This is an optimization exercise on Yosys and OpenROAD, whose aim is small area, a short achievable clock period and few clock cycles per item, not a production implementation. Only simulation tests tie the RTL to the original design; equivalence was not proved. Power is estimated from default activity; no workload was simulated.

$ cat design/flow/run.sh
#!/bin/bash
# synth_recipe.tcl (not shown) runs the flow's synth.tcl, then flattens the netlist and writes it again
# the make line also repeats each setting of config.mk as NAME=value (left out here)
make -C /OpenROAD-flow-scripts/flow DESIGN_CONFIG=/design/flow/config.mk WORK_HOME=/design/flow/orfs CLKGATE_MAP_FILE= SYNTH_SCRIPT=/design/flow/synth_recipe.tcl finish
$ cat design/flow/config.mk
export PLATFORM = sky130hd
export DESIGN_NAME = paged_mono_framebuffer_draw
export DESIGN_NICKNAME = paged_mono_framebuffer_draw
export VERILOG_FILES = /design/flow/design.v
export SDC_FILE = /design/flow/constraint.sdc
export NUM_CORES = 4
export LEC_CHECK = 0
export CAP_MARGIN = 20
export CORE_MARGIN = 2
export CORE_UTILIZATION = 25
export PLACE_DENSITY = 0.45
export SLEW_MARGIN = 20
export SYNTH_MEMORY_MAX_BITS = 8192
$ cat design/flow/constraint.sdc
create_clock -name core_clock -period 10.0 [get_ports {clock}]
set_input_delay 2.0000 -clock core_clock [delete_from_list [all_inputs] [get_ports {clock}]]
set_output_delay 2.0000 -clock core_clock [all_outputs]
set_load 0.01 [all_outputs]
$ cat design/flow/design.v
package pmfb_pkg;
   localparam int COORD_W = 11;
   localparam int SPAN_W  = 9;
   typedef enum logic [2:0] {
      CMD_PIXEL = 3'd0,
      CMD_HLINE = 3'd1,
      CMD_VLINE = 3'd2,
      CMD_CLEAR = 3'd3,
      CMD_READ  = 3'd4
   } pmfb_cmd_type;
   typedef enum logic [1:0] {
      MODE_CLEAR  = 2'd0,
      MODE_SET    = 2'd1,
      MODE_INVERT = 2'd2,
      MODE_KEEP   = 2'd3
   } pmfb_mode_type;
   typedef enum logic [3:0] {
      ST_INIT,
      ST_IDLE,
      ST_GEOM1,
      ST_GEOM2,
      ST_START,
      ST_RUN,
      ST_DRAIN,
      ST_CLEAR,
      ST_READ,
      ST_DONE
   } pmfb_state_type;
   typedef struct packed {
      logic              clipped;
      logic              vert;        
      logic [7:0]        col;         
      logic [7:0]        row_first;   
      logic [7:0]        row_last;    
      logic [SPAN_W-1:0] span;        
   } pmfb_run_type;
endpackage
import pmfb_pkg::*;
module pmfb_geom #(
   parameter int DISPLAY_WIDTH  = 128,
   parameter int DISPLAY_HEIGHT = 64
) (
   input  logic                  clock,
   input  logic [2:0]            command,
   input  logic [7:0]            pos_x,
   input  logic [7:0]            pos_y,
   input  logic [7:0]            line_length,
   input  logic [1:0]            rotation,
   output pmfb_pkg::pmfb_run_type run
);
   localparam logic signed [COORD_W-1:0] W_S   = COORD_W'(DISPLAY_WIDTH);
   localparam logic signed [COORD_W-1:0] H_S   = COORD_W'(DISPLAY_HEIGHT);
   localparam logic signed [COORD_W-1:0] ONE_S = COORD_W'(1);
   logic                      vert_ff, vert_in;
   logic signed [COORD_W-1:0] rx_ff, rx_in, ry_ff, ry_in;
   logic [7:0]                len_ff, len_in;
   logic signed [COORD_W-1:0] xs, ys, ls;
   always_comb begin
      len_in = (command == CMD_PIXEL) ? 8'd1 : line_length;
      xs     = $signed(COORD_W'(pos_x));
      ys     = $signed(COORD_W'(pos_y));
      ls     = $signed(COORD_W'(len_in));
      vert_in = 1'b0;
      rx_in   = xs;
      ry_in   = ys;
      if (command == CMD_VLINE) begin
         case (rotation)
            2'd1: begin
               vert_in = 1'b0;
               rx_in   = W_S - ONE_S - ys - (ls - ONE_S);
               ry_in   = xs;
            end
            2'd2: begin
               vert_in = 1'b1;
               rx_in   = W_S - ONE_S - xs;
               ry_in   = H_S - ONE_S - ys - (ls - ONE_S);
            end
            2'd3: begin
               vert_in = 1'b0;
               rx_in   = ys;
               ry_in   = H_S - ONE_S - xs;
            end
            default: begin
               vert_in = 1'b1;
               rx_in   = xs;
               ry_in   = ys;
            end
         endcase
      end else begin
         case (rotation)
            2'd1: begin
               vert_in = 1'b1;
               rx_in   = W_S - ONE_S - ys;
               ry_in   = xs;
            end
            2'd2: begin
               vert_in = 1'b0;
               rx_in   = W_S - ONE_S - xs - (ls - ONE_S);
               ry_in   = H_S - ONE_S - ys;
            end
            2'd3: begin
               vert_in = 1'b1;
               rx_in   = ys;
               ry_in   = H_S - ONE_S - xs - (ls - ONE_S);
            end
            default: begin
               vert_in = 1'b0;
               rx_in   = xs;
               ry_in   = ys;
            end
         endcase
      end
   end
   always_ff @(posedge clock) begin
      vert_ff <= vert_in;
      rx_ff   <= rx_in;
      ry_ff   <= ry_in;
      len_ff  <= len_in;
   end
   pmfb_pkg::pmfb_run_type              run_ff, run_in;
   logic signed [COORD_W-1:0] along, across, along_lim, across_lim;
   logic signed [COORD_W-1:0] a0, a1, a_end;
   always_comb begin
      along      = vert_ff ? ry_ff : rx_ff;
      across     = vert_ff ? rx_ff : ry_ff;
      along_lim  = vert_ff ? H_S : W_S;
      across_lim = vert_ff ? W_S : H_S;
      a0         = (along < 0) ? '0 : along;
      a_end      = along + $signed(COORD_W'(len_ff));
      a1         = (a_end > along_lim) ? along_lim : a_end;
      run_in.clipped = (across < 0) || (across >= across_lim) || (a1 <= a0);
      run_in.vert    = vert_ff;
      run_in.span    = SPAN_W'(a1 - a0);
      if (vert_ff) begin
         run_in.col       = across[7:0];
         run_in.row_first = a0[7:0];
         run_in.row_last  = 8'(a1 - ONE_S);
      end else begin
         run_in.col       = a0[7:0];
         run_in.row_first = across[7:0];
         run_in.row_last  = across[7:0];
      end
   end
   always_ff @(posedge clock) begin
      run_ff <= run_in;
   end
   assign run = run_ff;
endmodule
module pmfb_store #(
   parameter int DEPTH  = 1024,
   parameter int ADDR_W = 10
) (
   input  logic              clock,
   input  logic              rd_en,
   input  logic [ADDR_W-1:0] rd_addr,
   output logic [7:0]        rd_data,
   input  logic              wr_en,
   input  logic [ADDR_W-1:0] wr_addr,
   input  logic [7:0]        wr_data
);
   logic [7:0] mem [DEPTH];
   logic [7:0] rd_data_ff;
   always_ff @(posedge clock) begin
      if (wr_en) begin
         mem[wr_addr] <= wr_data;
      end
   end
   always_ff @(posedge clock) begin
      if (rd_en) begin
         rd_data_ff <= mem[rd_addr];
      end
   end
   assign rd_data = rd_data_ff;
endmodule
import pmfb_pkg::*;
module paged_mono_framebuffer_draw #(
   parameter int DISPLAY_WIDTH  = 128,
   parameter int DISPLAY_HEIGHT = 32
) (
   input  logic        clock,
   input  logic        reset,
   input  logic        req_tvalid,
   output logic        req_tready,
   input  logic [39:0] req_tdata,
   input  logic [2:0]  req_tuser,
   output logic        rsp_tvalid,
   input  logic        rsp_tready,
   output logic [15:0] rsp_tdata,
   input  logic        csr_wr_en,
   input  logic [1:0]  csr_wr_data
);
   localparam int PAGE_COUNT = (DISPLAY_HEIGHT + 7) / 8;
   localparam int STORE_SIZE = DISPLAY_WIDTH * PAGE_COUNT;
   localparam int ADDR_W     = $clog2(STORE_SIZE);
   localparam logic [ADDR_W-1:0] LAST_ADDR = ADDR_W'(STORE_SIZE - 1);
   localparam logic [ADDR_W-1:0] ROW_STEP  = ADDR_W'(DISPLAY_WIDTH);
   pmfb_pkg::pmfb_state_type    state_ff, state_in;
   logic [1:0]        rot_ff;
   logic [2:0]        cmd_ff, cmd_in;
   logic [7:0]        x_ff, x_in, y_ff, y_in, len_ff, len_in;
   logic [1:0]        mode_ff, mode_in;
   logic [9:0]        raddr_ff, raddr_in;
   logic [ADDR_W-1:0] addr_ff, addr_in;         
   logic [SPAN_W-1:0] cnt_ff, cnt_in;           
   logic              first_ff, first_in;       
   logic              clip_ff, clip_in;
   logic              rd_ok_ff, rd_ok_in;       
   logic              wr_pend_ff, wr_pend_in;   
   logic [ADDR_W-1:0] wr_addr_ff, wr_addr_in;
   logic [7:0]        wr_mask_ff, wr_mask_in;
   logic [ADDR_W-1:0] sweep_ff, sweep_in;
   logic              rsp_valid_ff, rsp_valid_in;
   logic [7:0]        rsp_data_ff, rsp_data_in;
   logic              rsp_clip_ff, rsp_clip_in;
   pmfb_pkg::pmfb_run_type      run;
   logic              st_rd_en, st_wr_en;
   logic [ADDR_W-1:0] st_rd_addr, st_wr_addr;
   logic [7:0]        st_rd_data, st_wr_data;
   pmfb_geom #(
      .DISPLAY_WIDTH (DISPLAY_WIDTH),
      .DISPLAY_HEIGHT(DISPLAY_HEIGHT)
   ) u_geom (
      .clock      (clock),
      .command    (cmd_ff),
      .pos_x      (x_ff),
      .pos_y      (y_ff),
      .line_length(len_ff),
      .rotation   (rot_ff),
      .run        (run)
   );
   pmfb_store #(
      .DEPTH (STORE_SIZE),
      .ADDR_W(ADDR_W)
   ) u_store (
      .clock  (clock),
      .rd_en  (st_rd_en),
      .rd_addr(st_rd_addr),
      .rd_data(st_rd_data),
      .wr_en  (st_wr_en),
      .wr_addr(st_wr_addr),
      .wr_data(st_wr_data)
   );
   logic       req_fire, rsp_free, sweep_last, run_last;
   logic [2:0] mask_lo, mask_hi;
   logic [7:0] run_mask;
   logic [4:0] page_first, page_last;
   assign req_fire   = req_tvalid && req_tready;
   assign rsp_free   = !rsp_valid_ff || rsp_tready;
   assign sweep_last = (sweep_ff == LAST_ADDR);
   assign run_last   = (cnt_ff == SPAN_W'(1));
   assign page_first = run.row_first[7:3];
   assign page_last  = run.row_last[7:3];
   always_comb begin
      mask_lo  = (first_ff || !run.vert) ? run.row_first[2:0] : 3'd0;
      mask_hi  = (run_last || !run.vert) ? run.row_last[2:0] : 3'd7;
      run_mask = (8'hFF << mask_lo) & (8'hFF >> (3'd7 - mask_hi));
   end
   always_comb begin
      state_in = state_ff;
      case (state_ff)
         ST_INIT:  if (sweep_last) state_in = ST_IDLE;
         ST_IDLE: begin
            if (req_fire) begin
               case (req_tuser)
                  CMD_PIXEL, CMD_HLINE, CMD_VLINE: state_in = ST_GEOM1;
                  CMD_CLEAR: state_in = ST_CLEAR;
                  CMD_READ:  state_in = ST_READ;
                  default:   state_in = ST_DONE;
               endcase
            end
         end
         ST_GEOM1: state_in = ST_GEOM2;
         ST_GEOM2: state_in = ST_START;
         ST_START: state_in = run.clipped ? ST_DONE : ST_RUN;
         ST_RUN:   if (run_last) state_in = ST_DRAIN;
         ST_DRAIN: state_in = ST_DONE;
         ST_CLEAR: if (sweep_last) state_in = ST_DONE;
         ST_READ:  state_in = ST_DONE;
         ST_DONE:  if (rsp_free) state_in = ST_IDLE;
         default:  state_in = ST_IDLE;
      endcase
   end
   always_comb begin
      req_tready   = 1'b0;
      cmd_in       = cmd_ff;
      x_in         = x_ff;
      y_in         = y_ff;
      len_in       = len_ff;
      mode_in      = mode_ff;
      raddr_in     = raddr_ff;
      addr_in      = addr_ff;
      cnt_in       = cnt_ff;
      first_in     = first_ff;
      clip_in      = clip_ff;
      rd_ok_in     = rd_ok_ff;
      wr_pend_in   = 1'b0;
      wr_addr_in   = wr_addr_ff;
      wr_mask_in   = wr_mask_ff;
      sweep_in     = sweep_ff;
      st_rd_en     = 1'b0;
      st_rd_addr   = addr_ff;
      st_wr_en     = 1'b0;
      st_wr_addr   = wr_addr_ff;
      st_wr_data   = st_rd_data;
      rsp_data_in  = rsp_data_ff;
      rsp_clip_in  = rsp_clip_ff;
      rsp_valid_in = rsp_tready ? 1'b0 : rsp_valid_ff;
      case (mode_ff)
         MODE_CLEAR:  st_wr_data = st_rd_data & ~wr_mask_ff;
         MODE_SET:    st_wr_data = st_rd_data | wr_mask_ff;
         MODE_INVERT: st_wr_data = st_rd_data ^ wr_mask_ff;
         default:     st_wr_data = st_rd_data;
      endcase
      if (wr_pend_ff) begin
         st_wr_en = 1'b1;
      end
      case (state_ff)
         ST_INIT, ST_CLEAR: begin
            st_wr_en   = 1'b1;
            st_wr_addr = sweep_ff;
            st_wr_data = 8'h00;
            sweep_in   = sweep_last ? '0 : sweep_ff + ADDR_W'(1);
         end
         ST_IDLE: begin
            req_tready = 1'b1;
            cmd_in     = req_tuser;
            x_in       = req_tdata[7:0];
            y_in       = req_tdata[15:8];
            len_in     = req_tdata[23:16];
            mode_in    = req_tdata[25:24];
            raddr_in   = req_tdata[35:26];
            clip_in    = 1'b0;
            rd_ok_in   = (32'(req_tdata[35:26]) < STORE_SIZE);
         end
         ST_START: begin
            clip_in  = run.clipped;
            first_in = 1'b1;
            addr_in  = ADDR_W'(int'(page_first) * DISPLAY_WIDTH + int'(run.col));
            cnt_in   = run.vert ? SPAN_W'(page_last - page_first) + SPAN_W'(1) : run.span;
         end
         ST_RUN: begin
            st_rd_en   = 1'b1;
            st_rd_addr = addr_ff;
            wr_pend_in = 1'b1;
            wr_addr_in = addr_ff;
            wr_mask_in = run_mask;
            first_in   = 1'b0;
            cnt_in     = cnt_ff - SPAN_W'(1);
            addr_in    = addr_ff + (run.vert ? ROW_STEP : ADDR_W'(1));
         end
         ST_READ: begin
            st_rd_en   = 1'b1;
            st_rd_addr = ADDR_W'(raddr_ff);
         end
         ST_DONE: begin
            if (rsp_free) begin
               rsp_valid_in = 1'b1;
               rsp_data_in  = (cmd_ff == CMD_READ && rd_ok_ff) ? st_rd_data : 8'h00;
               rsp_clip_in  = clip_ff;
            end
         end
         default: ;
      endcase
   end
   always_ff @(posedge clock) begin
      if (reset) begin
         state_ff     <= ST_INIT;
         rot_ff       <= 2'd0;
         sweep_ff     <= '0;
         wr_pend_ff   <= 1'b0;
         rsp_valid_ff <= 1'b0;
      end else begin
         state_ff     <= state_in;
         sweep_ff     <= sweep_in;
         wr_pend_ff   <= wr_pend_in;
         rsp_valid_ff <= rsp_valid_in;
         if (csr_wr_en) begin
            rot_ff <= csr_wr_data;
         end
      end
   end
   always_ff @(posedge clock) begin
      cmd_ff      <= cmd_in;
      x_ff        <= x_in;
      y_ff        <= y_in;
      len_ff      <= len_in;
      mode_ff     <= mode_in;
      raddr_ff    <= raddr_in;
      addr_ff     <= addr_in;
      cnt_ff      <= cnt_in;
      first_ff    <= first_in;
      clip_ff     <= clip_in;
      rd_ok_ff    <= rd_ok_in;
      wr_addr_ff  <= wr_addr_in;
      wr_mask_ff  <= wr_mask_in;
      rsp_data_ff <= rsp_data_in;
      rsp_clip_ff <= rsp_clip_in;
   end
   assign rsp_tvalid = rsp_valid_ff;
   assign rsp_tdata  = {7'd0, rsp_clip_ff, rsp_data_ff};
endmodule
==> results.yml <==
cts:
  cts-root-buf: "clkbuf_16"
  cts_buffer_depth: 4
  clk_latency_ns: 1.08
  clock_sinks: 4272
  cts_tree: "yes"
  cts_hold_buf: 0
  cts_setup_buffers: 0
  ctsHtreeMaxLevel: 5
  clkTransAtPathRegs_ns: 0.06
  cts_buffers: 456
  cts-resized-gates: 0
synthesis:
  yosysSeqAreaShare: 0.757
  synth_xor_xnor_area_share: 0.00317
  synth_top_area_frac: 0.747
  async_flop_share: 0
  syn_inst: 11400
  synth.distinct_cells: 86
  synth.cell_area_um2: 168000
  synth_flop_cell: "edfxtp_1"
  yosysWarnings: 3
  synthAdderAreaFrac: 0.00675
  yosysMostFrequentCell: "edfxtp_1"
  avgSynthCellArea_um2: 14.8
  muxShareOfSynthArea: 0.0371
  synth_edf_count: 4189
  synth-simple-area-share: 0.0790
  synth_common_cells: "edfxtp_1 (4,189), nand2_1 (1,824), a21oi_1 (1,010), nor2_1 (651), mux2i_1 (468)"
  synth_compound_area_frac: 0.0949
  synth_top_area_cell: "edfxtp_1"
  synth_top_family_by_area: "compound AO/OA/AOI/OAI gates"
  synthTopCellsByArea: "edfxtp_1 (75%), nand2_1 (4.1%), a21oi_1 (3.0%)"
  synth_seq_cells: 4272
floorplan:
  rows: 301
  pin_count: 68
  start_util: 0.251
  core_um2: 671000
  die-area_um2: 680000
  chipWidth_um: 825
  die_h_um: 825
drt:
  viasPerCell: 5.04
  drc: 0
  avgRoutedWirePerCell_um: 30.2
  drtIter0Drc: 13200
  drt-total-wl_um: 629000
  antenna_left: 0
  drt-pass1-iter-count: 6
  vias: 105000
place:
  place_ws_ns: 3.32
  portBuffers: 56
  dp_hpwl_um: 368000
  globalplace.congestion: 0.801
timing:
  fin_skew_ns: 0.111
  slew_viol_final: 0
  max_freq_mhz: 146
  worst_pin_slew_ns: 1.30
  slew-limit-headroom: 0.128
  hold_violations: 0
  min_period_ns: 6.83
  setup_ws_ns: 3.17
  setup_violations: 0
  rsz0062_at_grt: "no"
  fin_crit_sh: 0.683
  whs_ns: 0.473
power:
  p_comb_frac: 0.049
  powerDensity_nw_per_um2: 197
  p_seq_frac: 0.528
  clockPowerShare: 0.423
  totalPowerFinal_mw: 38.3
  leakagePower_nw: 62.0
  swShare: 0.231
  internal_power_mw: 29.5
  peakVddDrop_v: 0.000159
  p_sw_mw: 8.86
critical_path:
  cp-end-kind: "flop"
  start_kind: "flop"
  crit_required_ns: 10.72
  crit_fanout: 28
  criticalPathCategory: "reg -> reg"
  arrival_ns: 7.56
global_routing:
  antenna_found_initial: 51
  grt_max_degree: 184
  overflow: 0
  grt_pass1_vias: 99800
  grt_pass1_wl_um: 856000
  gr-usage-all-layers: 0.178
cells_and_area:
  area_delta_synth_final_pct: 15.7
  drive_above_1_share: 0.0933
  fin_util: 0.290
  fin_nets: 11600
run:
  drv_cap: 0
hold_path:
  hp-class: "reg -> reg"
run_status:
  run_status: "timing/DRC/antenna clean"
-- power by group through the flow --
stage / Combinational, mW / Clock, mW / Sequential [mW]
after floorplan: 0.908 / 0 / 20.7
after global placement: 1.84 / 0 / 20.6
after detailed placement: 1.87 / 0 / 20.6
after CTS: 1.87 / 16.4 / 20.2
after global routing: 2.00 / 17.1 / 20.2
final: 1.88 / 16.2 / 20.2
-- worst max-delay path, cell delays in order (launching register included) --
cell and delay, ns:
dfxtp_1 0.72, or4b_4 0.43, buf_4 0.61, mux2i_4 1.04, buf_4 0.33, nand2_2 0.46, buf_4 0.48, a221o_1 0.34
nor4_1 0.87, nor4_1 0.28, nand4_1 0.20, o22a_1 0.49, o211ai_1 0.18
-- metrics by stage --
stage                     area, um^2  cells  TNS (ns)
final                         195000  20800         0
after global routing          195000  20800         0
after CTS                     195000  20800         0
after detailed placement      181000  20000         0
after global placement        181000  20000         0
after floorplan               168000  11400   -349.95
-- metal layers --
| metal | vias to the layer above | routed length [um] | part of all wire | GRT usage |
|---|---|---|---|---|
| li1 | 44200 | - | - | - |
| met1 | 55400 | 277000 | 0.44 | 0.254 |
| met2 | 4516 | 286000 | 0.45 | 0.279 |
| met3 | 809 | 48500 | 0.077 | 0.0285 |
| met4 | 4 | 18000 | 0.029 | 0.0480 |
| met5 | - | 27 | 0.000043 | 0 |
-- cells in the final DEF, fill, tap and decap left out, types with 186 or more instances in the layout --
| cell | n |
|---|---|
| a21oi_1 | 1009 |
| buf_4 | 256 |
| a221o_1 | 217 |
| a221oi_1 | 191 |
| mux2i_1 | 452 |
| clkbuf_16 | 462 |
| nor4_1 | 186 |
| o21ai_0 | 261 |
| edfxtp_1 | 4189 |
| nor2_1 | 631 |
| nand2_1 | 1781 |
-- kinds of logic (layout without fill, tap and decap cells) --
family / after synthesis / after routing
buffers and inverters: 831 / 1293
adders and majority gates: 88 / 88
DFF: 4272 / 4272
muxes: 562 / 562
AOI/OAI and AO/OA: 2455 / 2455
xor gates and xnor gates: 61 / 61
and+or+nand+nor: 3128 / 3128
other: 1 / 27
-- cell type report --
| class | count | area, um^2 |
|---|---|---|
| Sequential cell | 4272 | 127000 |
| Inverter | 86 | 323 |
| Fill cell | 67200 | 477000 |
| Antenna cell | 20 | 50.0 |
| Timing Repair Buffer | 368 | 3590 |
| Clock inverter | 233 | 1770 |
| Clock buffer | 606 | 12200 |
| Tap cell | 8938 | 11200 |
| Multi-Input combinational cell | 6301 | 38200 |
-- sequential cells by signal, indices dropped and copies added, names as in the netlist, 9 cells and up --
name,cells
u_geom.ry_ff,11
u_geom.rx_ff,11
raddr_ff,9
wr_addr_ff,9
u_store.mem,4096
addr_ff,9
sweep_ff,9
cnt_ff,9
u_geom.run_ff,35
-- final timing paths --
path	startpoint	endpoint	slack [ns]	cells after the start
worst max-delay path	state_ff[0]	u_store.rd_data_ff[1]	3.17	12
worst min-delay path	clip_ff	rsp_clip_ff	0.47	0
worst max register to register	state_ff[0]	u_store.rd_data_ff[1]	3.17	12
worst min register to register	clip_ff	rsp_clip_ff	0.47	0
Testbench counts, summed over its fixed seeds: cycles 56,630, items 4,800.

-- what the ideal ports hide --
The results above use ideal ports. As a check the final layout listed here was re-extracted and re-timed, cells and wires unchanged. Step 1 assumes that a clkbuf_16 drives the clock port and a buf_2 every other input. Step 2 times the ports against the registers' clock, not the clock port: input delays grow and output delays shrink by t, the midpoint of the rising clock arrivals with the driver on. Three values: no drivers, after step 1, after step 2; two values: the first two.
shift t [ns]: 1.133
setup slack, ns: 3.166 / 3.166 / 3.166
hold WS [ns]: 0.473 / 0.473 / 0.473
latest minus earliest clock arrival (ns): 0.134 / 0.134
pins driven straight from the clock port: 1
After both steps this run still meets setup and hold. For this run, drivers alone change the setup slack by 0.000 ns; drivers and shift together by 0.000 ns.
